Context: an optimization exercise on an open-source flow, tuned for small area. The choices shown serve that exercise and are no tape-out recipe. RTL that was checked went through simulation tests only; none was proved equivalent to the original. For run 1, only the layout was checked, not whether the RTL still works.

[flow/flow/run.sh]
#!/bin/bash
# Own layout flow: the standard flow (standard.sh, unchanged synthesis and
# steps) with two steps' settings changed through the environment:
#  - port buffers are the smallest buffer cell (every port is still buffered)
#  - clock tree synthesis inserts no dummy loads and builds the tree from
#    small clock buffers, clustering at most 20 sinks within 60 um
# Each tool's full output goes to the ORFS logs under orfs/logs/, and the
# output of the whole make run to standard.log in this folder.
set -euo pipefail
export BUFFER_PORTS_ARGS="-buffer_cell sky130_fd_sc_hd__buf_1"
export CTS_ARGS="-sink_clustering_enable -repair_clock_nets -dont_use_dummy_load -buf_list {sky130_fd_sc_hd__clkbuf_4 sky130_fd_sc_hd__clkbuf_8} -sink_clustering_size 20 -sink_clustering_max_diameter 60"
bash standard.sh > standard.log 2>&1
[flow/standard.sh]
#!/bin/bash
# synth_recipe.tcl (not shown) runs the flow's synth.tcl, then flattens the netlist and writes it again
# the make line also repeats each setting of config.mk as NAME=value (left out here)
make -C /OpenROAD-flow-scripts/flow DESIGN_CONFIG=/design/flow/config.mk WORK_HOME=/design/flow/orfs CLKGATE_MAP_FILE= SYNTH_SCRIPT=/design/flow/synth_recipe.tcl "${@:-finish}"
[flow/config.mk]
export PLATFORM = sky130hd
export DESIGN_NAME = km_top
export DESIGN_NICKNAME = km_top
export VERILOG_FILES = /design/flow/design.v
export SDC_FILE = /design/flow/constraint.sdc
export NUM_CORES = 4
export LEC_CHECK = 0
export CAP_MARGIN = 20
export CORE_MARGIN = 2
export CORE_UTILIZATION = 75
export PLACE_DENSITY = 0.85
export SLEW_MARGIN = 20
export SYNTH_HIERARCHICAL = 1
export SYNTH_MINIMUM_KEEP_SIZE = 0
[flow/constraint.sdc]
create_clock -name core_clock -period 7.0 [get_ports {clk}]
set_input_delay 1.4000 -clock core_clock [delete_from_list [all_inputs] [get_ports {clk}]]
set_output_delay 1.4000 -clock core_clock [all_outputs]
set_load 0.01 [all_outputs]
[flow/design.v]
`timescale 1ns/1ps
module km_centroid_regs (
  input  logic                                     clk,
  input  logic                                     rst,
  input  logic                                     i_cent_wr,
  input  logic [2-1:0]                     i_cent_idx,
  input  logic [3*8-1:0]           i_cent_point,
  output logic [3*3*8-1:0] o_cents_n
);
  localparam int PW = 3*8;
  localparam logic [PW-1:0] CENT0_RST = {3{8'(0)}};
  localparam logic [PW-1:0] CENT1_RST = {3{8'(1)}};
  localparam logic [PW-1:0] CENT2_RST = {3{8'(2)}};
  logic [PW-1:0] wdata_n;
  assign wdata_n = ~i_cent_point | {PW{rst}};
  always_ff @(posedge clk) begin
    if (rst || (i_cent_wr && i_cent_idx == 2'd0)) o_cents_n[0*PW +: PW] <= wdata_n & ~(CENT0_RST & {PW{rst}});
    if (rst || (i_cent_wr && i_cent_idx == 2'd1)) o_cents_n[1*PW +: PW] <= wdata_n & ~(CENT1_RST & {PW{rst}});
    if (rst || (i_cent_wr && i_cent_idx == 2'd2)) o_cents_n[2*PW +: PW] <= wdata_n & ~(CENT2_RST & {PW{rst}});
  end
endmodule
`timescale 1ns/1ps
module km_distance (
  input  logic                                     clk,
  input  logic [3*8-1:0]           i_point,
  input  logic [3*3*8-1:0] i_cents_n,
  output logic [3*18-1:0]          o_dists
);
  localparam int DW = 8;
  localparam int PW = 3*8;
  localparam int SW = 18;
  logic [3*PW-1:0]       absdiff_d;
  logic [3*PW-1:0]       absdiff;
  for (genvar c = 0; c < 3; c++) begin : g_cent
    for (genvar d = 0; d < 3; d++) begin : g_dim
      km_absdiff u_absdiff (
        .i_a   (i_point[d*DW +: DW]),
        .i_bn  (i_cents_n[c*PW + d*DW +: DW]),
        .o_abs (absdiff_d[c*PW + d*DW +: DW])
      );
    end
    km_sqsum u_sqsum (
      .i_v    (absdiff[c*PW +: PW]),
      .o_dist (o_dists[c*SW +: SW])
    );
  end
  always_ff @(posedge clk) absdiff <= absdiff_d;
endmodule
module km_absdiff (
  input  logic [7:0] i_a,
  input  logic [7:0] i_bn,
  output logic [7:0] o_abs
);
  wire s0;
  wire c0;
  km_ha u0 (.a(i_a[0]), .b(i_bn[0]), .s(s0), .co(c0));
  wire s1;
  wire c1;
  km_fa u1 (.a(i_a[1]), .b(i_bn[1]), .c(c0), .s(s1), .co(c1));
  wire s2;
  wire c2;
  km_fa u2 (.a(i_a[2]), .b(i_bn[2]), .c(c1), .s(s2), .co(c2));
  wire s3;
  wire c3;
  km_fa u3 (.a(i_a[3]), .b(i_bn[3]), .c(c2), .s(s3), .co(c3));
  wire s4;
  wire c4;
  km_fa u4 (.a(i_a[4]), .b(i_bn[4]), .c(c3), .s(s4), .co(c4));
  wire s5;
  wire c5;
  km_fa u5 (.a(i_a[5]), .b(i_bn[5]), .c(c4), .s(s5), .co(c5));
  wire s6;
  wire c6;
  km_fa u6 (.a(i_a[6]), .b(i_bn[6]), .c(c5), .s(s6), .co(c6));
  wire s7;
  wire c7;
  km_fa u7 (.a(i_a[7]), .b(i_bn[7]), .c(c6), .s(s7), .co(c7));
  wire [7:0] t = {s7, s6, s5, s4, s3, s2, s1, s0};
  wire gt = c7;
  wire [7:0] run;
  assign run[0] = 1'b1;
  for (genvar k = 1; k < 8; k++) begin : g_run
    assign run[k] = run[k-1] & t[k-1];
  end
  assign o_abs = ~(t ^ (~{8{gt}} | run));
endmodule
module km_sqsum (
  input  logic [23:0] i_v,
  output logic [18-1:0] o_dist
);
  wire n0 = ~(i_v[0] | i_v[1]);
  wire n1 = ~(i_v[0] | i_v[2]);
  wire n2 = ~(i_v[0] | i_v[3]);
  wire n3 = ~(i_v[0] | i_v[4]);
  wire n4 = ~(i_v[0] | i_v[5]);
  wire n5 = ~(i_v[0] | i_v[6]);
  wire n6 = ~(i_v[0] | i_v[7]);
  wire n7 = ~(i_v[1] | i_v[2]);
  wire n8 = ~(i_v[1] | i_v[3]);
  wire n9 = ~(i_v[1] | i_v[4]);
  wire n10 = ~(i_v[1] | i_v[5]);
  wire n11 = ~(i_v[1] | i_v[6]);
  wire n12 = ~(i_v[1] | i_v[7]);
  wire n13 = ~(i_v[2] | i_v[3]);
  wire n14 = ~(i_v[2] | i_v[4]);
  wire n15 = ~(i_v[2] | i_v[5]);
  wire n16 = ~(i_v[2] | i_v[6]);
  wire n17 = ~(i_v[2] | i_v[7]);
  wire n18 = ~(i_v[3] | i_v[4]);
  wire n19 = ~(i_v[3] | i_v[5]);
  wire n20 = ~(i_v[3] | i_v[6]);
  wire n21 = ~(i_v[3] | i_v[7]);
  wire n22 = ~(i_v[4] | i_v[5]);
  wire n23 = ~(i_v[4] | i_v[6]);
  wire n24 = ~(i_v[4] | i_v[7]);
  wire n25 = ~(i_v[5] | i_v[6]);
  wire n26 = ~(i_v[5] | i_v[7]);
  wire n27 = ~(i_v[6] | i_v[7]);
  wire n28 = ~(i_v[8] | i_v[9]);
  wire n29 = ~(i_v[8] | i_v[10]);
  wire n30 = ~(i_v[8] | i_v[11]);
  wire n31 = ~(i_v[8] | i_v[12]);
  wire n32 = ~(i_v[8] | i_v[13]);
  wire n33 = ~(i_v[8] | i_v[14]);
  wire n34 = ~(i_v[8] | i_v[15]);
  wire n35 = ~(i_v[9] | i_v[10]);
  wire n36 = ~(i_v[9] | i_v[11]);
  wire n37 = ~(i_v[9] | i_v[12]);
  wire n38 = ~(i_v[9] | i_v[13]);
  wire n39 = ~(i_v[9] | i_v[14]);
  wire n40 = ~(i_v[9] | i_v[15]);
  wire n41 = ~(i_v[10] | i_v[11]);
  wire n42 = ~(i_v[10] | i_v[12]);
  wire n43 = ~(i_v[10] | i_v[13]);
  wire n44 = ~(i_v[10] | i_v[14]);
  wire n45 = ~(i_v[10] | i_v[15]);
  wire n46 = ~(i_v[11] | i_v[12]);
  wire n47 = ~(i_v[11] | i_v[13]);
  wire n48 = ~(i_v[11] | i_v[14]);
  wire n49 = ~(i_v[11] | i_v[15]);
  wire n50 = ~(i_v[12] | i_v[13]);
  wire n51 = ~(i_v[12] | i_v[14]);
  wire n52 = ~(i_v[12] | i_v[15]);
  wire n53 = ~(i_v[13] | i_v[14]);
  wire n54 = ~(i_v[13] | i_v[15]);
  wire n55 = ~(i_v[14] | i_v[15]);
  wire n56 = ~(i_v[16] | i_v[17]);
  wire n57 = ~(i_v[16] | i_v[18]);
  wire n58 = ~(i_v[16] | i_v[19]);
  wire n59 = ~(i_v[16] | i_v[20]);
  wire n60 = ~(i_v[16] | i_v[21]);
  wire n61 = ~(i_v[16] | i_v[22]);
  wire n62 = ~(i_v[16] | i_v[23]);
  wire n63 = ~(i_v[17] | i_v[18]);
  wire n64 = ~(i_v[17] | i_v[19]);
  wire n65 = ~(i_v[17] | i_v[20]);
  wire n66 = ~(i_v[17] | i_v[21]);
  wire n67 = ~(i_v[17] | i_v[22]);
  wire n68 = ~(i_v[17] | i_v[23]);
  wire n69 = ~(i_v[18] | i_v[19]);
  wire n70 = ~(i_v[18] | i_v[20]);
  wire n71 = ~(i_v[18] | i_v[21]);
  wire n72 = ~(i_v[18] | i_v[22]);
  wire n73 = ~(i_v[18] | i_v[23]);
  wire n74 = ~(i_v[19] | i_v[20]);
  wire n75 = ~(i_v[19] | i_v[21]);
  wire n76 = ~(i_v[19] | i_v[22]);
  wire n77 = ~(i_v[19] | i_v[23]);
  wire n78 = ~(i_v[20] | i_v[21]);
  wire n79 = ~(i_v[20] | i_v[22]);
  wire n80 = ~(i_v[20] | i_v[23]);
  wire n81 = ~(i_v[21] | i_v[22]);
  wire n82 = ~(i_v[21] | i_v[23]);
  wire n83 = ~(i_v[22] | i_v[23]);
  wire s84;
  wire c84;
  km_fa u84 (.a(i_v[4]), .b(i_v[12]), .c(i_v[20]), .s(s84), .co(c84));
  wire s85;
  wire c85;
  km_fa u85 (.a(i_v[3]), .b(i_v[11]), .c(i_v[19]), .s(s85), .co(c85));
  wire s86;
  wire c86;
  km_ha u86 (.a(n4), .b(n9), .s(s86), .co(c86));
  wire s87;
  wire c87;
  km_fa u87 (.a(n5), .b(n10), .c(n14), .s(s87), .co(c87));
  wire s88;
  wire c88;
  km_fa u88 (.a(n6), .b(n11), .c(n15), .s(s88), .co(c88));
  wire s89;
  wire c89;
  km_fa u89 (.a(n18), .b(n34), .c(n39), .s(s89), .co(c89));
  wire s90;
  wire c90;
  km_ha u90 (.a(n43), .b(n46), .s(s90), .co(c90));
  wire s91;
  wire c91;
  km_fa u91 (.a(n12), .b(n16), .c(n19), .s(s91), .co(c91));
  wire s92;
  wire c92;
  km_fa u92 (.a(n40), .b(n44), .c(n47), .s(s92), .co(c92));
  wire s93;
  wire c93;
  km_fa u93 (.a(i_v[5]), .b(i_v[13]), .c(i_v[21]), .s(s93), .co(c93));
  wire s94;
  wire c94;
  km_fa u94 (.a(n17), .b(n20), .c(n22), .s(s94), .co(c94));
  wire s95;
  wire c95;
  km_ha u95 (.a(n45), .b(n48), .s(s95), .co(c95));
  wire s96;
  wire c96;
  km_fa u96 (.a(i_v[2]), .b(i_v[10]), .c(i_v[18]), .s(s96), .co(c96));
  wire s97;
  wire c97;
  km_ha u97 (.a(n2), .b(n7), .s(s97), .co(c97));
  wire s98;
  wire c98;
  km_fa u98 (.a(n3), .b(n8), .c(n31), .s(s98), .co(c98));
  wire s99;
  wire c99;
  km_fa u99 (.a(n13), .b(n32), .c(n37), .s(s99), .co(c99));
  wire s100;
  wire c100;
  km_fa u100 (.a(n41), .b(n60), .c(n65), .s(s100), .co(c100));
  wire s101;
  wire c101;
  km_fa u101 (.a(n33), .b(n38), .c(n42), .s(s101), .co(c101));
  wire s102;
  wire c102;
  km_fa u102 (.a(n61), .b(n66), .c(n70), .s(s102), .co(c102));
  wire s103;
  wire c103;
  km_ha u103 (.a(c86), .b(s87), .s(s103), .co(c103));
  wire s104;
  wire c104;
  km_fa u104 (.a(n62), .b(n67), .c(n71), .s(s104), .co(c104));
  wire s105;
  wire c105;
  km_fa u105 (.a(n74), .b(s90), .c(c87), .s(s105), .co(c105));
  wire n106 = ~s84;
  wire s107;
  wire c107;
  km_fa u107 (.a(n106), .b(s88), .c(s89), .s(s107), .co(c107));
  wire s108;
  wire c108;
  km_fa u108 (.a(n68), .b(n72), .c(n75), .s(s108), .co(c108));
  wire s109;
  wire c109;
  km_fa u109 (.a(c90), .b(c88), .c(c89), .s(s109), .co(c109));
  wire n110 = ~c84;
  wire s111;
  wire c111;
  km_fa u111 (.a(n110), .b(s91), .c(s92), .s(s111), .co(c111));
  wire s112;
  wire c112;
  km_fa u112 (.a(n50), .b(n73), .c(n76), .s(s112), .co(c112));
  wire s113;
  wire c113;
  km_fa u113 (.a(n78), .b(s95), .c(c91), .s(s113), .co(c113));
  wire n114 = ~s93;
  wire s115;
  wire c115;
  km_fa u115 (.a(n114), .b(c92), .c(s94), .s(s115), .co(c115));
  wire s116;
  wire c116;
  km_fa u116 (.a(n21), .b(n23), .c(n49), .s(s116), .co(c116));
  wire s117;
  wire c117;
  km_fa u117 (.a(n51), .b(n77), .c(n79), .s(s117), .co(c117));
  wire n118 = ~c93;
  wire s119;
  wire c119;
  km_fa u119 (.a(c95), .b(n118), .c(c94), .s(s119), .co(c119));
  wire s120;
  wire c120;
  km_fa u120 (.a(i_v[6]), .b(i_v[14]), .c(i_v[22]), .s(s120), .co(c120));
  wire s121;
  wire c121;
  km_fa u121 (.a(n24), .b(n25), .c(n52), .s(s121), .co(c121));
  wire s122;
  wire c122;
  km_fa u122 (.a(n53), .b(n80), .c(n81), .s(s122), .co(c122));
  wire s123;
  wire c123;
  km_fa u123 (.a(i_v[1]), .b(i_v[9]), .c(i_v[17]), .s(s123), .co(c123));
  wire s124;
  wire c124;
  km_fa u124 (.a(n30), .b(n35), .c(n58), .s(s124), .co(c124));
  wire s125;
  wire c125;
  km_fa u125 (.a(n36), .b(n59), .c(n64), .s(s125), .co(c125));
  wire s126;
  wire c126;
  km_ha u126 (.a(c97), .b(s98), .s(s126), .co(c126));
  wire s127;
  wire c127;
  km_fa u127 (.a(n69), .b(s86), .c(c98), .s(s127), .co(c127));
  wire n128 = ~s85;
  wire s129;
  wire c129;
  km_fa u129 (.a(n128), .b(s99), .c(s100), .s(s129), .co(c129));
  wire s130;
  wire c130;
  km_fa u130 (.a(c99), .b(c100), .c(s101), .s(s130), .co(c130));
  wire n131 = ~c85;
  wire s132;
  wire c132;
  km_fa u132 (.a(n131), .b(s102), .c(s103), .s(s132), .co(c132));
  wire s133;
  wire c133;
  km_fa u133 (.a(c101), .b(c102), .c(s104), .s(s133), .co(c133));
  wire s134;
  wire c134;
  km_fa u134 (.a(c103), .b(s105), .c(s107), .s(s134), .co(c134));
  wire s135;
  wire c135;
  km_fa u135 (.a(c104), .b(s108), .c(c105), .s(s135), .co(c135));
  wire s136;
  wire c136;
  km_fa u136 (.a(s109), .b(c107), .c(s111), .s(s136), .co(c136));
  wire s137;
  wire c137;
  km_fa u137 (.a(c108), .b(s112), .c(c109), .s(s137), .co(c137));
  wire s138;
  wire c138;
  km_fa u138 (.a(s113), .b(c111), .c(s115), .s(s138), .co(c138));
  wire s139;
  wire c139;
  km_fa u139 (.a(c112), .b(s116), .c(s117), .s(s139), .co(c139));
  wire s140;
  wire c140;
  km_fa u140 (.a(c113), .b(s119), .c(c115), .s(s140), .co(c140));
  wire s141;
  wire c141;
  km_fa u141 (.a(c116), .b(c117), .c(s121), .s(s141), .co(c141));
  wire n142 = ~s120;
  wire s143;
  wire c143;
  km_fa u143 (.a(n142), .b(s122), .c(c119), .s(s143), .co(c143));
  wire s144;
  wire c144;
  km_fa u144 (.a(n26), .b(n54), .c(n82), .s(s144), .co(c144));
  wire n145 = ~c120;
  wire s146;
  wire c146;
  km_fa u146 (.a(n145), .b(c121), .c(c122), .s(s146), .co(c146));
  wire s147;
  wire c147;
  km_fa u147 (.a(i_v[7]), .b(i_v[15]), .c(i_v[23]), .s(s147), .co(c147));
  wire s148;
  wire c148;
  km_fa u148 (.a(n27), .b(n55), .c(n83), .s(s148), .co(c148));
  wire s149;
  wire c149;
  km_ha u149 (.a(n0), .b(n28), .s(s149), .co(c149));
  wire s150;
  wire c150;
  km_fa u150 (.a(n1), .b(n29), .c(n57), .s(s150), .co(c150));
  wire s151;
  wire c151;
  km_fa u151 (.a(n63), .b(s97), .c(s124), .s(s151), .co(c151));
  wire s152;
  wire c152;
  km_fa u152 (.a(c124), .b(s125), .c(s126), .s(s152), .co(c152));
  wire s153;
  wire c153;
  km_fa u153 (.a(c125), .b(c126), .c(s127), .s(s153), .co(c153));
  wire s154;
  wire c154;
  km_fa u154 (.a(c127), .b(c129), .c(s130), .s(s154), .co(c154));
  wire s155;
  wire c155;
  km_fa u155 (.a(c130), .b(s133), .c(c132), .s(s155), .co(c155));
  wire s156;
  wire c156;
  km_fa u156 (.a(c133), .b(s135), .c(c134), .s(s156), .co(c156));
  wire s157;
  wire c157;
  km_fa u157 (.a(c135), .b(s137), .c(c136), .s(s157), .co(c157));
  wire s158;
  wire c158;
  km_fa u158 (.a(s139), .b(c137), .c(c138), .s(s158), .co(c158));
  wire s159;
  wire c159;
  km_fa u159 (.a(c139), .b(s141), .c(s143), .s(s159), .co(c159));
  wire s160;
  wire c160;
  km_fa u160 (.a(s144), .b(s146), .c(c141), .s(s160), .co(c160));
  wire s161;
  wire c161;
  km_fa u161 (.a(c144), .b(s148), .c(c146), .s(s161), .co(c161));
  wire n162 = i_v[0] ^ i_v[8];
  wire n163 = ~(i_v[0] | i_v[8]);
  wire s164;
  wire c164;
  km_ha u164 (.a(n56), .b(s149), .s(s164), .co(c164));
  wire n165 = ~c123;
  wire s166;
  wire c166;
  km_fa u166 (.a(c149), .b(n165), .c(s150), .s(s166), .co(c166));
  wire n167 = ~s96;
  wire s168;
  wire c168;
  km_fa u168 (.a(n167), .b(c150), .c(s151), .s(s168), .co(c168));
  wire n169 = ~c96;
  wire s170;
  wire c170;
  km_fa u170 (.a(n169), .b(c151), .c(s152), .s(s170), .co(c170));
  wire s171;
  wire c171;
  km_fa u171 (.a(s129), .b(c152), .c(s153), .s(s171), .co(c171));
  wire s172;
  wire c172;
  km_fa u172 (.a(s132), .b(c153), .c(s154), .s(s172), .co(c172));
  wire s173;
  wire c173;
  km_fa u173 (.a(c154), .b(s134), .c(s155), .s(s173), .co(c173));
  wire s174;
  wire c174;
  km_fa u174 (.a(s136), .b(c155), .c(s156), .s(s174), .co(c174));
  wire s175;
  wire c175;
  km_fa u175 (.a(s138), .b(c156), .c(s157), .s(s175), .co(c175));
  wire s176;
  wire c176;
  km_fa u176 (.a(s140), .b(c157), .c(s158), .s(s176), .co(c176));
  wire s177;
  wire c177;
  km_fa u177 (.a(c140), .b(c158), .c(s159), .s(s177), .co(c177));
  wire s178;
  wire c178;
  km_fa u178 (.a(c143), .b(s160), .c(c159), .s(s178), .co(c178));
  wire n179 = ~s147;
  wire s180;
  wire c180;
  km_fa u180 (.a(n179), .b(s161), .c(c160), .s(s180), .co(c180));
  wire n181 = ~c147;
  wire s182;
  wire c182;
  km_fa u182 (.a(n181), .b(c148), .c(c161), .s(s182), .co(c182));
  wire n183 = ~i_v[16];
  wire n184 = ~s123;
  wire c185;
  km_ha u185 (.a(n183), .b(n162), .s(o_dist[0]), .co(c185));
  wire c186;
  km_ha u186 (.a(n163), .b(c185), .s(o_dist[1]), .co(c186));
  wire c187;
  km_fa u187 (.a(n184), .b(s164), .c(c186), .s(o_dist[2]), .co(c187));
  wire c188;
  km_fa u188 (.a(c164), .b(s166), .c(c187), .s(o_dist[3]), .co(c188));
  wire c189;
  km_fa u189 (.a(c166), .b(s168), .c(c188), .s(o_dist[4]), .co(c189));
  wire c190;
  km_fa u190 (.a(c168), .b(s170), .c(c189), .s(o_dist[5]), .co(c190));
  wire s191;
  wire c191;
  km_ha u191 (.a(s171), .b(c170), .s(s191), .co(c191));
  wire s192;
  wire c192;
  km_ha u192 (.a(s172), .b(c171), .s(s192), .co(c192));
  wire s193;
  wire c193;
  km_ha u193 (.a(s173), .b(c172), .s(s193), .co(c193));
  wire s194;
  wire c194;
  km_ha u194 (.a(s174), .b(c173), .s(s194), .co(c194));
  wire s195;
  wire c195;
  km_ha u195 (.a(s175), .b(c174), .s(s195), .co(c195));
  wire s196;
  wire c196;
  km_ha u196 (.a(s176), .b(c175), .s(s196), .co(c196));
  wire s197;
  wire c197;
  km_ha u197 (.a(s177), .b(c176), .s(s197), .co(c197));
  wire s198;
  wire c198;
  km_ha u198 (.a(s178), .b(c177), .s(s198), .co(c198));
  wire s199;
  wire c199;
  km_ha u199 (.a(s180), .b(c178), .s(s199), .co(c199));
  wire s200;
  wire c200;
  km_ha u200 (.a(s182), .b(c180), .s(s200), .co(c200));
  wire n201 = c191 | (s191 & c190);
  wire n202 = c192 | (s192 & n201);
  wire n203 = s192 & s191;
  wire n204 = c194 | (s194 & c193);
  wire n205 = s194 & s193;
  wire n206 = c196 | (s196 & c195);
  wire n207 = s196 & s195;
  wire n208 = c198 | (s198 & c197);
  wire n209 = s198 & s197;
  wire n210 = c200 | (s200 & c199);
  wire n211 = s200 & s199;
  wire n212 = 1'b0 | (1'b0 & 1'b0);
  wire n213 = 1'b0 & c182;
  wire n214 = c193 | (s193 & n202);
  wire n215 = s193 & n203;
  wire n216 = n204 | (n205 & n202);
  wire n217 = n205 & n203;
  wire n218 = c197 | (s197 & n206);
  wire n219 = s197 & n207;
  wire n220 = n208 | (n209 & n206);
  wire n221 = n209 & n207;
  wire n222 = 1'b0 | (c182 & n210);
  wire n223 = c182 & n211;
  wire n224 = n212 | (n213 & n210);
  wire n225 = n213 & n211;
  wire n226 = c195 | (s195 & n216);
  wire n227 = s195 & n217;
  wire n228 = n206 | (n207 & n216);
  wire n229 = n207 & n217;
  wire n230 = n218 | (n219 & n216);
  wire n231 = n219 & n217;
  wire n232 = n220 | (n221 & n216);
  wire n233 = n221 & n217;
  wire n234 = c199 | (s199 & n232);
  wire n235 = s199 & n233;
  wire n236 = n210 | (n211 & n232);
  wire n237 = n211 & n233;
  wire n238 = n222 | (n223 & n232);
  wire n239 = n223 & n233;
  wire n240 = n224 | (n225 & n232);
  wire n241 = n225 & n233;
  assign o_dist[6] = s191 ^ c190;
  assign o_dist[7] = s192 ^ n201;
  assign o_dist[8] = s193 ^ n202;
  assign o_dist[9] = s194 ^ n214;
  assign o_dist[10] = s195 ^ n216;
  assign o_dist[11] = s196 ^ n226;
  assign o_dist[12] = s197 ^ n228;
  assign o_dist[13] = s198 ^ n230;
  assign o_dist[14] = s199 ^ n232;
  assign o_dist[15] = s200 ^ n234;
  assign o_dist[16] = c182 ^ n236;
  assign o_dist[17] = 1'b0 ^ n238;
endmodule
module km_sum_add (
  input  logic [15:0] i_q,
  input  logic [7:0]  i_p,
  input  logic        i_hit,
  output logic [15:0] o_s
);
  wire n0 = i_p[0] & i_hit;
  wire n1 = i_p[1] & i_hit;
  wire n2 = i_p[2] & i_hit;
  wire n3 = i_p[3] & i_hit;
  wire n4 = i_p[4] & i_hit;
  wire n5 = i_p[5] & i_hit;
  wire n6 = i_p[6] & i_hit;
  wire n7 = i_p[7] & i_hit;
  wire c8;
  km_ha u8 (.a(i_q[0]), .b(n0), .s(o_s[0]), .co(c8));
  wire c9;
  km_fa u9 (.a(i_q[1]), .b(n1), .c(c8), .s(o_s[1]), .co(c9));
  wire c10;
  km_fa u10 (.a(i_q[2]), .b(n2), .c(c9), .s(o_s[2]), .co(c10));
  wire c11;
  km_fa u11 (.a(i_q[3]), .b(n3), .c(c10), .s(o_s[3]), .co(c11));
  wire c12;
  km_fa u12 (.a(i_q[4]), .b(n4), .c(c11), .s(o_s[4]), .co(c12));
  wire c13;
  km_fa u13 (.a(i_q[5]), .b(n5), .c(c12), .s(o_s[5]), .co(c13));
  wire c14;
  km_fa u14 (.a(i_q[6]), .b(n6), .c(c13), .s(o_s[6]), .co(c14));
  wire c15;
  km_fa u15 (.a(i_q[7]), .b(n7), .c(c14), .s(o_s[7]), .co(c15));
  wire c16;
  km_ha u16 (.a(i_q[8]), .b(c15), .s(o_s[8]), .co(c16));
  wire c17;
  km_ha u17 (.a(i_q[9]), .b(c16), .s(o_s[9]), .co(c17));
  wire c18;
  km_ha u18 (.a(i_q[10]), .b(c17), .s(o_s[10]), .co(c18));
  wire c19;
  km_ha u19 (.a(i_q[11]), .b(c18), .s(o_s[11]), .co(c19));
  wire c20;
  km_ha u20 (.a(i_q[12]), .b(c19), .s(o_s[12]), .co(c20));
  wire c21;
  km_ha u21 (.a(i_q[13]), .b(c20), .s(o_s[13]), .co(c21));
  wire c22;
  km_ha u22 (.a(i_q[14]), .b(c21), .s(o_s[14]), .co(c22));
  assign o_s[15] = i_q[15] ^ c22;
endmodule
module km_cnt_inc (
  input  logic [8:0] i_q,
  input  logic       i_hit,
  output logic [8:0] o_q
);
  wire c0;
  km_ha u0 (.a(i_q[0]), .b(i_hit), .s(o_q[0]), .co(c0));
  wire c1;
  km_ha u1 (.a(i_q[1]), .b(c0), .s(o_q[1]), .co(c1));
  wire c2;
  km_ha u2 (.a(i_q[2]), .b(c1), .s(o_q[2]), .co(c2));
  wire c3;
  km_ha u3 (.a(i_q[3]), .b(c2), .s(o_q[3]), .co(c3));
  wire c4;
  km_ha u4 (.a(i_q[4]), .b(c3), .s(o_q[4]), .co(c4));
  wire c5;
  km_ha u5 (.a(i_q[5]), .b(c4), .s(o_q[5]), .co(c5));
  wire c6;
  km_ha u6 (.a(i_q[6]), .b(c5), .s(o_q[6]), .co(c6));
  wire c7;
  km_ha u7 (.a(i_q[7]), .b(c6), .s(o_q[7]), .co(c7));
  assign o_q[8] = i_q[8] ^ c7;
endmodule
module km_fa (input logic a, input logic b, input logic c, output logic s, output logic co);
  assign s  = a ^ b ^ c;
  assign co = (a & b) | (a & c) | (b & c);
endmodule
module km_ha (input logic a, input logic b, output logic s, output logic co);
  assign s  = a ^ b;
  assign co = a & b;
endmodule
`timescale 1ns/1ps
module km_argmin (
  input  logic [3*18-1:0] i_dists,
  output logic [2-1:0]            o_idx,
  output logic [18-1:0]           o_dist
);
  localparam int SW = 18;
  logic [SW-1:0] d0, d1, d2;
  assign d0 = i_dists[0*SW +: SW];
  assign d1 = i_dists[1*SW +: SW];
  assign d2 = i_dists[2*SW +: SW];
  function automatic logic less(input logic [SW-1:0] a, input logic [SW-1:0] b);
    logic br;
    br = 1'b0;
    for (int i = 0; i < SW; i++) begin
      br = (~a[i] & b[i]) | (~a[i] & br) | (b[i] & br);
    end
    less = br;
  endfunction
  logic lt01, lt02, lt12, sel0, sel1, sel2;
  assign lt01 = less(d0, d1);
  assign lt02 = less(d0, d2);
  assign lt12 = less(d1, d2);
  assign sel0 = lt01 & lt02;
  assign sel1 = ~lt01 & lt12;
  assign sel2 = ~sel0 & ~sel1;
  assign o_idx  = {sel2, sel1};
  assign o_dist = ({SW{sel0}} & d0) | ({SW{sel1}} & d1) | ({SW{sel2}} & d2);
endmodule
`timescale 1ns/1ps
module km_delay_line #(
  parameter int WIDTH = 1,
  parameter int DEPTH = 6
) (
  input  logic             clk,
  input  logic [WIDTH-1:0] i_data,
  output logic [WIDTH-1:0] o_data
);
  logic [(DEPTH-1)*WIDTH-1:0] stages;
  always_ff @(posedge clk) begin
    {o_data, stages} <= {stages, i_data};
  end
endmodule
`timescale 1ns/1ps
module km_accumulator (
  input  logic                           clk,
  input  logic                           rst,
  input  logic                           i_clear,
  input  logic                           i_acc_valid,
  input  logic [2-1:0]           i_acc_idx,
  input  logic [3*8-1:0] i_acc_point,
  input  logic                           i_rd_en,
  input  logic [2-1:0]           i_rd_idx,
  output logic                           o_rd_valid,
  output logic [3*16-1:0]  o_rd_sum,
  output logic [9-1:0]         o_rd_count
);
  localparam int DW = 8;
  localparam int UW = 16;
  localparam int VW = 3*16;
  localparam int NW = 9;
  logic [3*VW-1:0] sums, sums_d;
  logic [3*NW-1:0] counts, counts_d;
  logic                           up_clear;
  logic                           up_valid;
  logic [2-1:0]           up_idx;
  logic [3*8-1:0] up_point;
  always_ff @(posedge clk) begin
    up_clear <= rst | i_clear;
    up_valid <= i_acc_valid;
    up_idx   <= i_acc_idx;
    up_point <= i_acc_point;
  end
  for (genvar c = 0; c < 3; c++) begin : g_cent
    logic hit;
    assign hit = up_valid & (up_idx == c);
    for (genvar d = 0; d < 3; d++) begin : g_dim
      km_sum_add u_add (
        .i_q   (sums[c*VW + d*UW +: UW]),
        .i_p   (up_point[d*DW +: DW]),
        .i_hit (hit),
        .o_s   (sums_d[c*VW + d*UW +: UW])
      );
    end
    km_cnt_inc u_inc (
      .i_q   (counts[c*NW +: NW]),
      .i_hit (hit),
      .o_q   (counts_d[c*NW +: NW])
    );
  end
  always_ff @(posedge clk) begin
    sums   <= up_clear ? '0 : sums_d;
    counts <= up_clear ? '0 : counts_d;
  end
  logic [3-1:0] rd_sel;
  always_ff @(posedge clk) begin
    if (rst) begin
      o_rd_valid <= 1'b0;
    end else begin
      o_rd_valid <= i_rd_en;
    end
    for (int c = 0; c < 3; c++) rd_sel[c] <= (i_rd_idx == c);
  end
  always_comb begin
    o_rd_sum   = '0;
    o_rd_count = '0;
    for (int c = 0; c < 3; c++) begin
      o_rd_sum   = o_rd_sum   | (sums[c*VW +: VW]   & {VW{rd_sel[c]}});
      o_rd_count = o_rd_count | (counts[c*NW +: NW] & {NW{rd_sel[c]}});
    end
  end
endmodule
`timescale 1ns/1ps
module km_top (
  input  logic             clk,
  input  logic             rst,
  input  logic             i_cent_wr,
  input  logic [2-1:0]            i_cent_idx,
  input  logic [3*8-1:0]  i_cent_point,
  input  logic             i_valid,
  input  logic [3*8-1:0]  i_point,
  input  logic             i_clear,
  input  logic             i_rd_en,
  input  logic [2-1:0]            i_rd_idx,
  output logic             o_assign_valid,
  output logic [2-1:0]            o_assign_idx,
  output logic [18-1:0]           o_assign_dist,
  output logic [3*8-1:0]  o_assign_point,
  output logic             o_rd_valid,
  output logic [3*16-1:0]  o_rd_sum,
  output logic [9-1:0]          o_rd_count
);
  localparam int PW = 3*8;
  localparam int RW = 2 + 18;
  logic [3*PW-1:0]         cents_n;
  logic [3*18-1:0] dists;
  logic [2-1:0]            win_idx;
  logic [18-1:0]           win_dist;
  km_centroid_regs u_cent_regs (
    .clk          (clk),
    .rst          (rst),
    .i_cent_wr    (i_cent_wr),
    .i_cent_idx   (i_cent_idx),
    .i_cent_point (i_cent_point),
    .o_cents_n    (cents_n)
  );
  km_distance u_distance (
    .clk     (clk),
    .i_point (i_point),
    .i_cents_n (cents_n),
    .o_dists (dists)
  );
  km_argmin u_argmin (
    .i_dists (dists),
    .o_idx   (win_idx),
    .o_dist  (win_dist)
  );
  km_delay_line #(
    .WIDTH (RW),
    .DEPTH (6 - 1)
  ) u_result_dly (
    .clk    (clk),
    .i_data ({win_idx, win_dist}),
    .o_data ({o_assign_idx, o_assign_dist})
  );
  km_delay_line #(
    .WIDTH (PW),
    .DEPTH (6)
  ) u_point_dly (
    .clk    (clk),
    .i_data (i_point),
    .o_data (o_assign_point)
  );
  logic [6-2:0] valid_sr;
  always_ff @(posedge clk) begin
    if (rst) {o_assign_valid, valid_sr} <= '0;
    else     {o_assign_valid, valid_sr} <= {valid_sr, i_valid};
  end
  km_accumulator u_accumulator (
    .clk         (clk),
    .rst         (rst),
    .i_clear     (i_clear),
    .i_acc_valid (o_assign_valid),
    .i_acc_idx   (o_assign_idx),
    .i_acc_point (o_assign_point),
    .i_rd_en     (i_rd_en),
    .i_rd_idx    (i_rd_idx),
    .o_rd_valid  (o_rd_valid),
    .o_rd_sum    (o_rd_sum),
    .o_rd_count  (o_rd_count)
  );
endmodule
==> flow_metrics.tcl, run 1 <==
set metrics [dict create \
    start_kind "register" \
    drt-initial-drc-count 1623 \
    hold_viol 0 \
    wl_met3_um 4540 \
    synth_area_mm2 0.0296 \
    dpl-instance-area_mm2 0.0308 \
    maxUsedRoutingLayer "met5" \
    grt_pass1_vias 19800 \
    critPathArrivalTime_ps 7270 \
    crit_type "reg2reg" \
    outcome "no timing/DRC/antenna violations" \
    drive_above_1_share_pct 6.55 \
    synth_ff_type "dfxtp_1" \
    drc 0 \
    fp-row-count 72 \
    setup_viol 0 \
    finClkSkew_ps 97.9 \
    clk_latency_ps 640 \
    clockBufferDepth 3 \
    ys_types 65 \
    drt-met1-wl_um 25900 \
    worstPathMaxFanout 18 \
    fin_crit_ps 6740 \
    crit_path_start "u_distance.absdiff[0]" \
    die_h_um 203 \
    cts.htree.levels 2 \
    drtPass1Iterations 6 \
    syn_avg_cell_area_um2 12.3 \
    hold_start "u_result_dly.stages[13]" \
    max_freq_mhz 148 \
    tns_ps 0 \
    period_share_pct 96.2 \
    slowest_stage "fa_1" \
    async_flop_share_pct 0 \
    ctsHoldBuffers 0 \
    hold_depth 0 \
    dr_wl_met2_um 32600 \
    cp_num_buf_inv 1 \
    fin_nets 3205 \
    core-area_mm2 0.0388 \
    synth-edff-count 72 \
    postRouteAntennaNets 0 \
    synth-seq-cells 597 \
    die_w_um 203 \
    io_buffers 160 \
    yosysSeqAreaShare_pct 42.8 \
    r2r_cells 22 \
    fillers 2245 \
    cpPeakStageDelay_ps 590 \
    grt_usage_pct 32.9 \
    vias 18400 \
    place_congestion 0.948 \
    regArea_mm2 0.0127 \
    max_cap_viol_count 0 \
    place_inst 3074 \
    timing.rr.start "u_distance.absdiff[0]" \
    pin_count 161 \
    design_area_mm2 0.0315 \
    die-area_mm2 0.0411 \
    hold_path_class "reg2reg" \
    ctsRootBufferMaster "clkbuf_8" \
    slew_viol_final 0 \
    clock-sinks 597 \
    cp_num_cells 22 \
    diodes 0 \
    synthCells 2416 \
    synth_nets 3023 \
    grt_overflow 0 \
    avgViaCountPerCell 5.91 \
    clk_pin_slew_ps 110 \
    relSlewSlack_pct 27.7 \
    ys.warnings.count 13 \
    dp_hpwl_um 51700 \
    cts_buffers 39 \
    multi_input_area_mm2 0.0159 \
    crit_top_cell "fa_1" \
    end_kind "register" \
    worst_slew_pin_slew_ps 1080 \
    initial_utilization_pct 76.3 \
    cpLargestDelayFamily "adder cells" \
    final_cells 3114 \
    cp_cell_sequence "nor2_1 > fa_1 > fa_1 > fa_1 > fa_1 > fa_1 > ha_1 > or2_2 > ha_1 > o211ai_1 > nand2_2 > a31oi_1 > o21bai_1 > xor2_1 > nor2b_1 > maj3_1 > maj3_1 > o31a_1 > o32a_1 > o211a_1 > buf_12 > a221oi_1" \
    antenna_found_initial 1 \
    grt_pass1_wl_um 104000 \
    required_ps 7530 \
    grt_max_degree 102 \
    cts_tree "done" \
    routedWlPerCell_um 21.0 \
    area_growth_pct 6.29 \
    routed_wl_um 65300 \
]
-- modules after synthesis (local to each module, per instance), a selection --
| module | flops+latches | times used | area, um2 |
|---|---|---|---|
| km_argmin | 0 | 1 | 1380 |
| km_absdiff | 0 | 9 | 135 |
| km_sum_add | 0 | 9 | 58.8 |
| km_top | 6 | 1 | 158 |
| km_fa | 0 | 366 | 20.0 |
| km_sqsum | 0 | 3 | 673 |
| km_distance | 72 | 1 | 1440 |
| km_accumulator | 203 | 1 | 6190 |
| km_centroid_regs | 72 | 1 | 2390 |
| km_cnt_inc | 0 | 3 | 8.76 |
| km_ha | 0 | 165 | 12.5 |
-- metrics by stage --
step | hold slack, ps | setup WS [ps] | utilization (%)
6_report | 275 | 263 | 81.1
5_1_grt | 262 | -35.8 | 81.1
2_1_floorplan | 310 | 424 | -
4_1_cts | 270 | 46.0 | 80.8
3_5_place_dp | 312 | -131 | 79.4
3_3_place_gp | 310 | 122 | 79.4
-- metal layers --
| metal | track usage, % | vias to the layer above |
|---|---|---|
| li1 | - | 8234 |
| met1 | 42.6 | 9250 |
| met2 | 56.5 | 798 |
| met3 | 5.51 | 131 |
| met4 | 11.9 | 2 |
| met5 | 0 | - |
-- flip-flops by register name (all words and copies together) (netlist names) --
signal / cells
u_accumulator.sums: 144
u_point_dly.stages: 120
u_result_dly.stages: 80
u_cent_regs.o_cents_n: 72
u_distance.absdiff: 72
u_accumulator.counts: 27
u_accumulator.up_point: 24
u_point_dly.o_data: 24
u_result_dly.o_data: 20
valid_sr: 5
u_accumulator.rd_sel: 3
u_accumulator.up_idx: 2
o_assign_valid: 1
u_accumulator.o_rd_valid: 1
u_accumulator.up_clear: 1
u_accumulator.up_valid: 1
-- path summary, 6_finish.rpt --
kind	end	slack, ps
setup / recovery	u_result_dly.stages[0]	260
hold reg to reg	u_result_dly.stages[33]	280
setup reg to reg	u_result_dly.stages[0]	260
hold / removal	u_result_dly.stages[33]	280
-- cell usage after synthesis, types with 6 or more instances --
cell	number	area share [%]
a222oi_1	59	2.0
edfxtp_1	72	7.3
fa_1	366	25
dfxtp_1	525	35
a221oi_1	10	0.30
clkbuf_1	23	0.29
o21ai_1	34	0.57
buf_4	16	0.41
nor2b_1	188	4.0
o22ai_1	13	0.27
or2_2	7	0.15
ha_1	183	7.7
o21bai_1	6	0.15
nand2_1	64	0.81
a221oi_2	10	0.51
nand3_1	22	0.37
and2_1	75	1.6
nor2_1	297	3.8
maj3_1	7	0.24
buf_2	17	0.29
nand2b_1	46	0.97
inv_1	171	2.2
xnor2_1	75	2.2
nand4_2	9	0.38
xor2_1	15	0.44
a21oi_1	14	0.24
nor3_1	10	0.17
buf_6	11	0.42
-- cell usage in the layout, fill, tap and decap left out, types with 5 or more instances in the layout --
master	netlist	routed
buf_4	16	47
fa_1	366	366
and2_1	75	75
maj3_1	7	7
nand2b_1	46	46
or2_2	7	7
a222oi_1	59	59
nor2b_1	188	188
ha_1	183	183
clkbuf_8	0	39
nor3_1	10	9
nor2_1	297	297
a21oi_1	14	14
nand2_1	64	63
maj3_2	5	5
edfxtp_1	72	72
a221oi_1	10	7
dfxtp_2	0	23
xor2_1	15	15
a221oi_2	10	13
inv_1	171	171
buf_1	0	160
o22ai_1	13	13
nand3_1	22	22
xnor2_1	75	75
nand4_2	9	9
dfxtp_1	525	498
o21ai_1	34	34
-- timing repair --
action | in CTS | in global routing
pin swaps | 0 | 2
buffers inserted | 0 | 1
endpoints found under the setup margin | 9 | 19
resized for setup | 1 | 35
-- worst register-to-register path: stages (launching register included) --
cell and delay, ps:
dfxtp_4 420, nor2_1 80, fa_1 590, fa_1 460
fa_1 430, fa_1 400, fa_1 400, ha_1 200
or2_2 270, ha_1 200, o211ai_1 200, nand2_2 140
a31oi_1 290, o21bai_1 120, xor2_1 220, nor2b_1 200
maj3_1 370, maj3_1 430, o31a_1 320, o32a_1 320
o211a_1 160, buf_12 170, a221oi_1 320
-- cell families after synthesis --
group	after synthesis	synth area share [%]
compound gates	195	5.48
fa+ha+maj	561	32.9
simple gates	733	12.5
xor+xnor	90	2.66
flops	597	42.8
buf+inv	240	3.63
-- cell type report --
class / instances / area share [%]
multi-input combinational: 1579 / 50.6
sequential: 597 / 40.4
timing repair buffer: 209 / 3.16
tap: 518 / 2.06
inverter: 172 / 2.05
clock buffer: 39 / 1.71
==> run 2, diff against run 1 <==
--- a/flow/design.v
+++ b/flow/design.v
@@ -540,48 +540,39 @@
 module km_sum_add (
   input  logic [15:0] i_q,
   input  logic [7:0]  i_p,
-  input  logic        i_hit,
   output logic [15:0] o_s
 );
-  wire n0 = i_p[0] & i_hit;
-  wire n1 = i_p[1] & i_hit;
-  wire n2 = i_p[2] & i_hit;
-  wire n3 = i_p[3] & i_hit;
-  wire n4 = i_p[4] & i_hit;
-  wire n5 = i_p[5] & i_hit;
-  wire n6 = i_p[6] & i_hit;
-  wire n7 = i_p[7] & i_hit;
+  wire c0;
+  km_ha u0 (.a(i_q[0]), .b(i_p[0]), .s(o_s[0]), .co(c0));
+  wire c1;
+  km_fa u1 (.a(i_q[1]), .b(i_p[1]), .c(c0), .s(o_s[1]), .co(c1));
+  wire c2;
+  km_fa u2 (.a(i_q[2]), .b(i_p[2]), .c(c1), .s(o_s[2]), .co(c2));
+  wire c3;
+  km_fa u3 (.a(i_q[3]), .b(i_p[3]), .c(c2), .s(o_s[3]), .co(c3));
+  wire c4;
+  km_fa u4 (.a(i_q[4]), .b(i_p[4]), .c(c3), .s(o_s[4]), .co(c4));
+  wire c5;
+  km_fa u5 (.a(i_q[5]), .b(i_p[5]), .c(c4), .s(o_s[5]), .co(c5));
+  wire c6;
+  km_fa u6 (.a(i_q[6]), .b(i_p[6]), .c(c5), .s(o_s[6]), .co(c6));
+  wire c7;
+  km_fa u7 (.a(i_q[7]), .b(i_p[7]), .c(c6), .s(o_s[7]), .co(c7));
   wire c8;
-  km_ha u8 (.a(i_q[0]), .b(n0), .s(o_s[0]), .co(c8));
+  km_ha u8 (.a(i_q[8]), .b(c7), .s(o_s[8]), .co(c8));
   wire c9;
-  km_fa u9 (.a(i_q[1]), .b(n1), .c(c8), .s(o_s[1]), .co(c9));
+  km_ha u9 (.a(i_q[9]), .b(c8), .s(o_s[9]), .co(c9));
   wire c10;
-  km_fa u10 (.a(i_q[2]), .b(n2), .c(c9), .s(o_s[2]), .co(c10));
+  km_ha u10 (.a(i_q[10]), .b(c9), .s(o_s[10]), .co(c10));
   wire c11;
-  km_fa u11 (.a(i_q[3]), .b(n3), .c(c10), .s(o_s[3]), .co(c11));
+  km_ha u11 (.a(i_q[11]), .b(c10), .s(o_s[11]), .co(c11));
   wire c12;
-  km_fa u12 (.a(i_q[4]), .b(n4), .c(c11), .s(o_s[4]), .co(c12));
+  km_ha u12 (.a(i_q[12]), .b(c11), .s(o_s[12]), .co(c12));
   wire c13;
-  km_fa u13 (.a(i_q[5]), .b(n5), .c(c12), .s(o_s[5]), .co(c13));
+  km_ha u13 (.a(i_q[13]), .b(c12), .s(o_s[13]), .co(c13));
   wire c14;
-  km_fa u14 (.a(i_q[6]), .b(n6), .c(c13), .s(o_s[6]), .co(c14));
-  wire c15;
-  km_fa u15 (.a(i_q[7]), .b(n7), .c(c14), .s(o_s[7]), .co(c15));
-  wire c16;
-  km_ha u16 (.a(i_q[8]), .b(c15), .s(o_s[8]), .co(c16));
-  wire c17;
-  km_ha u17 (.a(i_q[9]), .b(c16), .s(o_s[9]), .co(c17));
-  wire c18;
-  km_ha u18 (.a(i_q[10]), .b(c17), .s(o_s[10]), .co(c18));
-  wire c19;
-  km_ha u19 (.a(i_q[11]), .b(c18), .s(o_s[11]), .co(c19));
-  wire c20;
-  km_ha u20 (.a(i_q[12]), .b(c19), .s(o_s[12]), .co(c20));
-  wire c21;
-  km_ha u21 (.a(i_q[13]), .b(c20), .s(o_s[13]), .co(c21));
-  wire c22;
-  km_ha u22 (.a(i_q[14]), .b(c21), .s(o_s[14]), .co(c22));
-  assign o_s[15] = i_q[15] ^ c22;
+  km_ha u14 (.a(i_q[14]), .b(c13), .s(o_s[14]), .co(c14));
+  assign o_s[15] = i_q[15] ^ c14;
 endmodule
 module km_cnt_inc (
   input  logic [8:0] i_q,
@@ -675,37 +666,39 @@
   localparam int UW = 16;
   localparam int VW = 3*16;
   localparam int NW = 9;
-  logic [3*VW-1:0] sums, sums_d;
+  logic [3*VW-1:0] sums;
   logic [3*NW-1:0] counts, counts_d;
   logic                           up_clear;
-  logic                           up_valid;
-  logic [2-1:0]           up_idx;
+  logic [3-1:0]           hit;        
   logic [3*8-1:0] up_point;
   always_ff @(posedge clk) begin
     up_clear <= rst | i_clear;
-    up_valid <= i_acc_valid;
-    up_idx   <= i_acc_idx;
+    for (int c = 0; c < 3; c++) hit[c] <= i_acc_valid && (i_acc_idx == c);
     up_point <= i_acc_point;
   end
+  logic [VW-1:0] sum_sel, sum_new;
+  always_comb begin
+    sum_sel = '0;
+    for (int c = 0; c < 3; c++) sum_sel = sum_sel | (sums[c*VW +: VW] & {VW{hit[c]}});
+  end
+  for (genvar d = 0; d < 3; d++) begin : g_dim
+    km_sum_add u_add (
+      .i_q (sum_sel[d*UW +: UW]),
+      .i_p (up_point[d*DW +: DW]),
+      .o_s (sum_new[d*UW +: UW])
+    );
+  end
   for (genvar c = 0; c < 3; c++) begin : g_cent
-    logic hit;
-    assign hit = up_valid & (up_idx == c);
-    for (genvar d = 0; d < 3; d++) begin : g_dim
-      km_sum_add u_add (
-        .i_q   (sums[c*VW + d*UW +: UW]),
-        .i_p   (up_point[d*DW +: DW]),
-        .i_hit (hit),
-        .o_s   (sums_d[c*VW + d*UW +: UW])
-      );
-    end
     km_cnt_inc u_inc (
       .i_q   (counts[c*NW +: NW]),
-      .i_hit (hit),
+      .i_hit (hit[c]),
       .o_q   (counts_d[c*NW +: NW])
     );
   end
   always_ff @(posedge clk) begin
-    sums   <= up_clear ? '0 : sums_d;
+    for (int c = 0; c < 3; c++) begin
+      if (up_clear || hit[c]) sums[c*VW +: VW] <= up_clear ? '0 : sum_new;
+    end
     counts <= up_clear ? '0 : counts_d;
   end
   logic [3-1:0] rd_sel;
==> flow/flow/run.sh (replaced) <==
#!/bin/bash
# Own layout flow: the standard flow (standard.sh, unchanged synthesis and
# steps) with two steps' settings changed through the environment:
#  - port buffers are the smallest buffer cell (every port is still buffered)
#  - clock tree synthesis inserts no dummy loads and builds the tree from
#    small clock buffers, clustering at most 16 sinks within 50 um
# Each tool's full output goes to the ORFS logs under orfs/logs/, and the
# output of the whole make run to standard.log in this folder.
set -euo pipefail
export BUFFER_PORTS_ARGS="-buffer_cell sky130_fd_sc_hd__buf_1"
export CTS_ARGS="-sink_clustering_enable -repair_clock_nets -dont_use_dummy_load -buf_list {sky130_fd_sc_hd__clkbuf_4 sky130_fd_sc_hd__clkbuf_8} -sink_clustering_size 16 -sink_clustering_max_diameter 50"
bash standard.sh > standard.log 2>&1
==> run 2 against run 1 <==
Against the previous run:
- clock skew hardly changed
- non-clock buffer count is 7 higher
- worst setup slack worse by 20 ps
- maximum frequency is 0.29% lower
- via count is 0.77% lower
- still clean on timing, DRC and antenna
==> flow_metrics.tcl, run 2 <==
set metrics [dict create \
    grt_max_degree 79 \
    crit_type "reg2reg" \
    die_h_um 201 \
    yosysSeqAreaShare_pct 48.4 \
    dp_hpwl_um 50000 \
    relSlewSlack_pct 35.8 \
    ys_types 66 \
    worst_slew_pin_slew_ps 961 \
    final_common_cell "dfxtp_1" \
    die-area_mm2 0.0405 \
    fin_crit_ps 6760 \
    holdWs_ps 262 \
    clockBufferDepth 3 \
    postRouteAntennaNets 0 \
    avgViaCountPerCell 6.16 \
    synth_nets 2772 \
    async_flop_share_pct 0 \
    diodes 0 \
    period_share_pct 96.5 \
    max_freq_mhz 148 \
    routed_wl_um 66500 \
    slew_viol_final 0 \
    drc 0 \
    die_w_um 201 \
    hold_viol 0 \
    end_kind "register" \
    drt-initial-drc-count 2416 \
    clk_latency_ps 660 \
    grt_pass1_wl_um 104000 \
    clk_pin_slew_ps 90 \
    grt_pass1_vias 19300 \
    synth-edff-count 216 \
    ctsRootBufferMaster "clkbuf_8" \
    synth.most_common_cell "dfxtp_1" \
    hold_path_class "reg2reg" \
    io_buffers 160 \
    yosys.area.top_type "dfxtp_1" \
    largest_register "u_accumulator.sums" \
    synth_area_mm2 0.0292 \
    max_cap_viol_count 0 \
    tns_ps 0 \
    antenna_found_initial 0 \
    finClkSkew_ps 97.9 \
    mostFrequentLayoutCells "dfxtp_1 (351), fa_1 (324), nor2_1 (294)" \
    cts_tree "done" \
    outcome "no timing/DRC/antenna violations" \
    cts_buffers 49 \
    clock-sinks 597 \
    synthTopCellsByArea "dfxtp_1 (26%), edfxtp_1 (22%), fa_1 (22%), ha_1 (5.8%), nor2_1 (3.8%)" \
    core-area_mm2 0.0386 \
    largest_reg_flops 144 \
    critPathArrivalTime_ps 7270 \
    fillers 2142 \
    synth-seq-cells 597 \
    area_growth_pct 7.40 \
    place_congestion 0.973 \
    yosys.area.top_type_share_pct 26.1 \
    synth_commonest_cells "dfxtp_1 (381), fa_1 (324), nor2_1 (297)" \
    fin_nets 2967 \
    pin_count 161 \
    required_ps 7520 \
    setup_viol 0 \
    fp-row-count 72 \
    synthCells 2255 \
    routedWlPerCell_um 22.4 \
    worstPathMaxFanout 14 \
    cts.htree.levels 2 \
    start_kind "register" \
    drive_above_1_share_pct 8.42 \
    initial_utilization_pct 75.7 \
    grt_usage_pct 33.7 \
    syn_avg_cell_area_um2 12.9 \
    grt_overflow 0 \
    synth_ff_type "dfxtp_1" \
    drtPass1Iterations 9 \
    ys.warnings.count 13 \
    vias 18300 \
]
==> run 2: timing repair <==
item                                    CTS  global route
pin swaps                                 0             6
endpoints found under the setup margin   11            19
hold buffers                              0             0
gates cloned                              0             0
resized for setup                         9            48
setup buffers                             0             6
hold endpoints to repair                  0             0
==> run 2: stage by stage <==
stage	utilization, %	worst slack (ps)	cell area [um2]	cells
2_1_floorplan	-	424	29200	2255
3_3_place_gp	78.9	114	30400	2911
3_5_place_dp	78.9	-129	30400	2911
4_1_cts	80.7	1.47	31100	2960
5_1_grt	81.3	-82.5	31300	2966
6_report	81.3	243	31300	2966
==> run 2: path summary, 6_finish.rpt <==
path              cells past startpoint                endpoint  slack (ps)              startpoint
hold reg to reg                       0  u_point_dly.stages[35]         260  u_point_dly.stages[11]
setup / recovery                     21  u_result_dly.stages[4]         240  u_distance.absdiff[27]
hold / removal                        0  u_point_dly.stages[35]         260  u_point_dly.stages[11]
setup reg to reg                     21  u_result_dly.stages[4]         240  u_distance.absdiff[27]
==> run 2: cells by family after synthesis <==
kind of cell | after synthesis | synth area share, %
flip-flops | 597 | 48.4
AND/OR/NAND/NOR | 568 | 9.21
adder cells (fa/ha/maj) | 471 | 28.5
buffers and inverters | 292 | 4.23
AO/OA/AOI/OAI | 243 | 7.21
XOR/XNOR | 84 | 2.52
==> run 2: modules after synthesis (local to each module, per instance), a selection <==
module / flops+latches / cells inside / cell area (um2) / copies in the design
km_accumulator: 203 / 540 / 7690 / 1
km_centroid_regs: 72 / 110 / 2390 / 1
km_distance: 72 / 72 / 1440 / 1
km_argmin: 0 / 209 / 1380 / 1
km_sqsum: 0 / 144 / 673 / 3
km_top: 6 / 12 / 158 / 1
km_absdiff: 0 / 21 / 135 / 9
km_fa: 0 / 1 / 20.0 / 324
km_ha: 0 / 1 / 12.5 / 117
km_cnt_inc: 0 / 1 / 8.76 / 3
km_sum_add: 0 / 1 / 8.76 / 3
==> run 2: layer usage <==
metal | part of all wire [%] | track usage [%]
met1 | 39 | 45.1
met2 | 49 | 55.4
met3 | 9.7 | 8.50
met4 | 2.7 | 9.66
met5 | 0 | 0
==> run 2: area by class of cell <==
cell class | count | area (um2) | area share (%)
inverter | 220 | 826 | 2.64
sequential | 597 | 14200 | 45.2
tap | 518 | 648 | 2.07
timing repair buffer | 216 | 1050 | 3.34
multi-input combinational | 1366 | 14000 | 44.6
clock buffer | 49 | 674 | 2.15
==> run 2: critical path, stage by stage, from the launching register on <==
cell,delay [ps]
dfxtp_1,470
buf_4,200
nor2_1,60
fa_1,560
fa_1,450
fa_1,430
fa_1,510
fa_1,410
ha_1,350
a21oi_1,190
nand2_1,150
a21oi_2,260
inv_1,70
ha_1,320
inv_1,110
maj3_1,350
maj3_1,440
o31a_1,340
o32a_1,340
o211a_4,190
buf_12,160
a221oi_1,260
==> run 3, diff against run 2 <==
==> flow/flow/run.sh (replaced) <==
#!/bin/bash
# Own layout flow: the standard flow (standard.sh, unchanged synthesis and
# steps) with two steps' settings changed through the environment:
#  - port buffers are the smallest buffer cell (every port is still buffered)
#  - clock tree synthesis inserts no dummy loads and builds the tree from
#    small clock buffers, clustering at most 20 sinks within 60 um
# Each tool's full output goes to the ORFS logs under orfs/logs/, and the
# output of the whole make run to standard.log in this folder.
set -euo pipefail
export BUFFER_PORTS_ARGS="-buffer_cell sky130_fd_sc_hd__buf_1"
export GPL_KEEP_OVERFLOW=0
export CTS_ARGS="-sink_clustering_enable -repair_clock_nets -dont_use_dummy_load -buf_list {sky130_fd_sc_hd__clkbuf_4 sky130_fd_sc_hd__clkbuf_8} -sink_clustering_size 20 -sink_clustering_max_diameter 60"
bash standard.sh > standard.log 2>&1
==> run 3 against run 2 <==
Against the previous run:
- first-iteration DRC count down 0.58%
- via count shrank 1.7%
- cell area decreased by 1.3%
- highest routed layer unchanged
==> flow_metrics.tcl, run 3 <==
set metrics [dict create \
    outcome "no timing/DRC/antenna violations" \
    io_buffers 160 \
    synth_nets 2772 \
    final_common_cell "dfxtp_1" \
    final_cells 2913 \
    die-area_mm2 0.0405 \
    synthTopCellsByArea "dfxtp_1 (26%), edfxtp_1 (22%), fa_1 (22%), ha_1 (5.8%), nor2_1 (3.8%)" \
    grt_max_degree 58 \
    end_kind "register" \
    die_w_um 201 \
    synth.most_common_cell "dfxtp_1" \
    dp_hpwl_um 48700 \
    r2r_setup_slack_ps 260 \
    drt-initial-drc-count 2402 \
    largest_register "u_accumulator.sums" \
    routedWlPerCell_um 22.4 \
    max_freq_mhz 148 \
    r2r_cells 21 \
    vias 18000 \
    async_flop_share_pct 0 \
    clockBufferDepth 3 \
    fin_crit_ps 6740 \
    yosys.area.top_type "dfxtp_1" \
    core-area_mm2 0.0386 \
    setup_viol 0 \
    start_kind "register" \
    ctsRootBufferMaster "clkbuf_8" \
    initial_utilization_pct 75.7 \
    pin_count 161 \
    drc 0 \
    grt_usage_pct 32.8 \
    synth-edff-count 216 \
    period_share_pct 96.2 \
    relSlewSlack_pct 43.8 \
    hold_path_class "reg2reg" \
    worst_slew_pin_slew_ps 843 \
    grt_pass1_vias 19100 \
    clock-sinks 597 \
    synth_ff_type "dfxtp_1" \
    utilization_pct 80.2 \
    synth-seq-cells 597 \
    max_cap_viol_count 0 \
    cts.htree.levels 2 \
    worstReg2RegEnd "u_result_dly.stages[2]" \
    routed_wl_um 65200 \
    yosysSeqAreaShare_pct 48.4 \
    drive_above_1_share_pct 6.56 \
    syn_avg_cell_area_um2 12.9 \
    finClkSkew_ps 69.1 \
    drtPass1Iterations 12 \
    cts_tree "done" \
    grt_pass1_wl_um 102000 \
    critPathArrivalTime_ps 7220 \
    fin_nets 2913 \
    required_ps 7480 \
    yosys.area.top_type_share_pct 26.1 \
    clk_latency_ps 620 \
    synth_commonest_cells "dfxtp_1 (381), fa_1 (324), nor2_1 (297)" \
    postRouteAntennaNets 0 \
    die_h_um 201 \
    slew_viol_final 0 \
    ys_types 66 \
    ys.warnings.count 13 \
    timing.rr.start "u_distance.absdiff[35]" \
    hold_start "u_point_dly.stages[48]" \
    synthCells 2255 \
    antenna_found_initial 1 \
    place_congestion 0.930 \
    hold_depth 0 \
    crit_type "reg2reg" \
    area_growth_pct 6.03 \
    clk_pin_slew_ps 110 \
    place_inst 2866 \
    fillers 2250 \
    hold_viol 0 \
    grt_overflow 0 \
    avgViaCountPerCell 6.17 \
    mostFrequentLayoutCells "dfxtp_1 (341), fa_1 (324), nor2_1 (295)" \
    tns_ps 0 \
    largest_reg_flops 144 \
    regArea_mm2 0.0142 \
    worstPathMaxFanout 9 \
    fp-row-count 72 \
    synth_area_mm2 0.0292 \
    multi_input_area_mm2 0.0140 \
    hold_end "u_point_dly.stages[72]" \
    cts_buffers 39 \
]
==> run 3: cell counts after synthesis <==
No cell type changed its count.
==> run 3: cell type report <==
type,instances,area share [%]
antenna,1,0.00809
clock buffer,39,1.73
inverter,220,2.67
multi-input combinational,1367,45.2
sequential,597,45.9
tap,518,2.09
timing repair buffer,171,2.43
==> run 3: Yosys stat by module, one instance, submodules excluded, a selection <==
module / cells inside / area [um2] / times used / flip-flops and latches
km_absdiff: 21 / 135 / 9 / 0
km_accumulator: 540 / 7690 / 1 / 203
km_argmin: 209 / 1380 / 1 / 0
km_centroid_regs: 110 / 2390 / 1 / 72
km_cnt_inc: 1 / 8.76 / 3 / 0
km_distance: 72 / 1440 / 1 / 72
km_fa: 1 / 20.0 / 324 / 0
km_ha: 1 / 12.5 / 117 / 0
km_sqsum: 144 / 673 / 3 / 0
km_sum_add: 1 / 8.76 / 3 / 0
km_top: 12 / 158 / 1 / 6
==> run 3: critical path: stages (launching register included) <==
cell	delay (ps)
dfxtp_2	460
nor2_1	100
fa_1	560
fa_1	430
fa_1	480
fa_1	420
fa_1	390
ha_1	210
or2_2	290
ha_1	200
o211ai_1	170
nand2_1	150
a21oi_2	240
inv_1	70
ha_1	320
inv_1	110
maj3_1	340
maj3_1	410
o31a_1	340
o32a_4	420
o211a_4	220
a221oi_1	250
==> run 3: kinds of logic (layout without fill, tap and decap cells) <==
kind of cell | count (synthesis) | after routing | share of synthesized area, %
buffers and inverters | 292 | 430 | 4.23
AO/OA/AOI/OAI | 243 | 244 | 7.21
flip-flops | 597 | 597 | 48.4
AND/OR/NAND/NOR | 568 | 568 | 9.21
other | 0 | 1 | 0
adder cells (fa/ha/maj) | 471 | 471 | 28.5
XOR/XNOR | 84 | 84 | 2.52
==> run 3: how the worst max path moves through the flow <==
stage                           start                       to  slack, ps  depth (start not counted)
4_1_cts        u_distance.absdiff[58]   u_result_dly.stages[2]         70                         25
3_5_place_dp   u_distance.absdiff[59]   u_result_dly.stages[0]       -520                         25
2_1_floorplan   u_distance.absdiff[8]  u_result_dly.stages[13]        420                         29
5_1_grt         u_distance.absdiff[7]   u_result_dly.stages[2]        -40                         23
6_report       u_distance.absdiff[35]   u_result_dly.stages[2]        260                         21
3_3_place_gp   u_distance.absdiff[59]  u_result_dly.stages[16]       -410                         23
==> run 3: metrics by stage <==
| stage | instance area (um2) | hold WS [ps] | worst slack, ps |
|---|---|---|---|
| 6_report | 30900 | 252 | 264 |
| 5_1_grt | 30900 | 248 | -38.4 |
| 4_1_cts | 30800 | 258 | 69.4 |
| 3_5_place_dp | 30200 | 312 | -515 |
| 3_3_place_gp | 30000 | 310 | -406 |
| 2_1_floorplan | 29200 | 310 | 424 |
==> run 3: repair_timing <==
action / in CTS / in global routing
setup buffers: 0 / 6
endpoints found under the setup margin: 19 / 19
gates cloned: 0 / 1
resized for setup: 31 / 31
hold buffers: 0 / 0
pin swaps: 0 / 4
==> run 3: routing by layer <==
| metal | part of all wire, % | vias to the layer above | track usage (%) |
|---|---|---|---|
| met1 | 39 | 8986 | 44.9 |
| li1 | - | 7901 | - |
| met3 | 9.3 | 139 | 7.39 |
| met5 | 0 | - | 0 |
| met2 | 48 | 945 | 53.1 |
| met4 | 2.9 | 0 | 10.9 |

what the ideal ports hide:
The flow's constraints put no driver on any port. The routed layouts listed below were extracted and timed again, unchanged, in two steps. Step 1 assumes that a clkbuf_16 drives the clock port and a buf_2 every other input. Step 2, shift: input delay + t, output delay - t, t = (earliest + latest rising clock arrival at the registers) / 2. This alone moves slack from input paths to output paths. Slacks: ideal ports / drivers / drivers and shift; pairs: ideal ports / drivers.
| run | shift t [ns] | slack for setup (ns) | worst hold slack (ns) | worst register clock-pin slew, ns |
|---|---|---|---|---|
| run 1 | 0.648 | 0.263 / 0.263 / 0.263 | 0.275 / 0.275 / 0.275 | 0.12 / 0.12 |
| run 2 | 0.667 | 0.243 / 0.243 / 0.243 | 0.262 / 0.262 / 0.262 | 0.10 / 0.10 |
| run 3 | 0.637 | 0.264 / 0.264 / 0.264 | 0.252 / 0.252 / 0.252 | 0.12 / 0.12 |
After both steps every run listed still meets setup and hold.
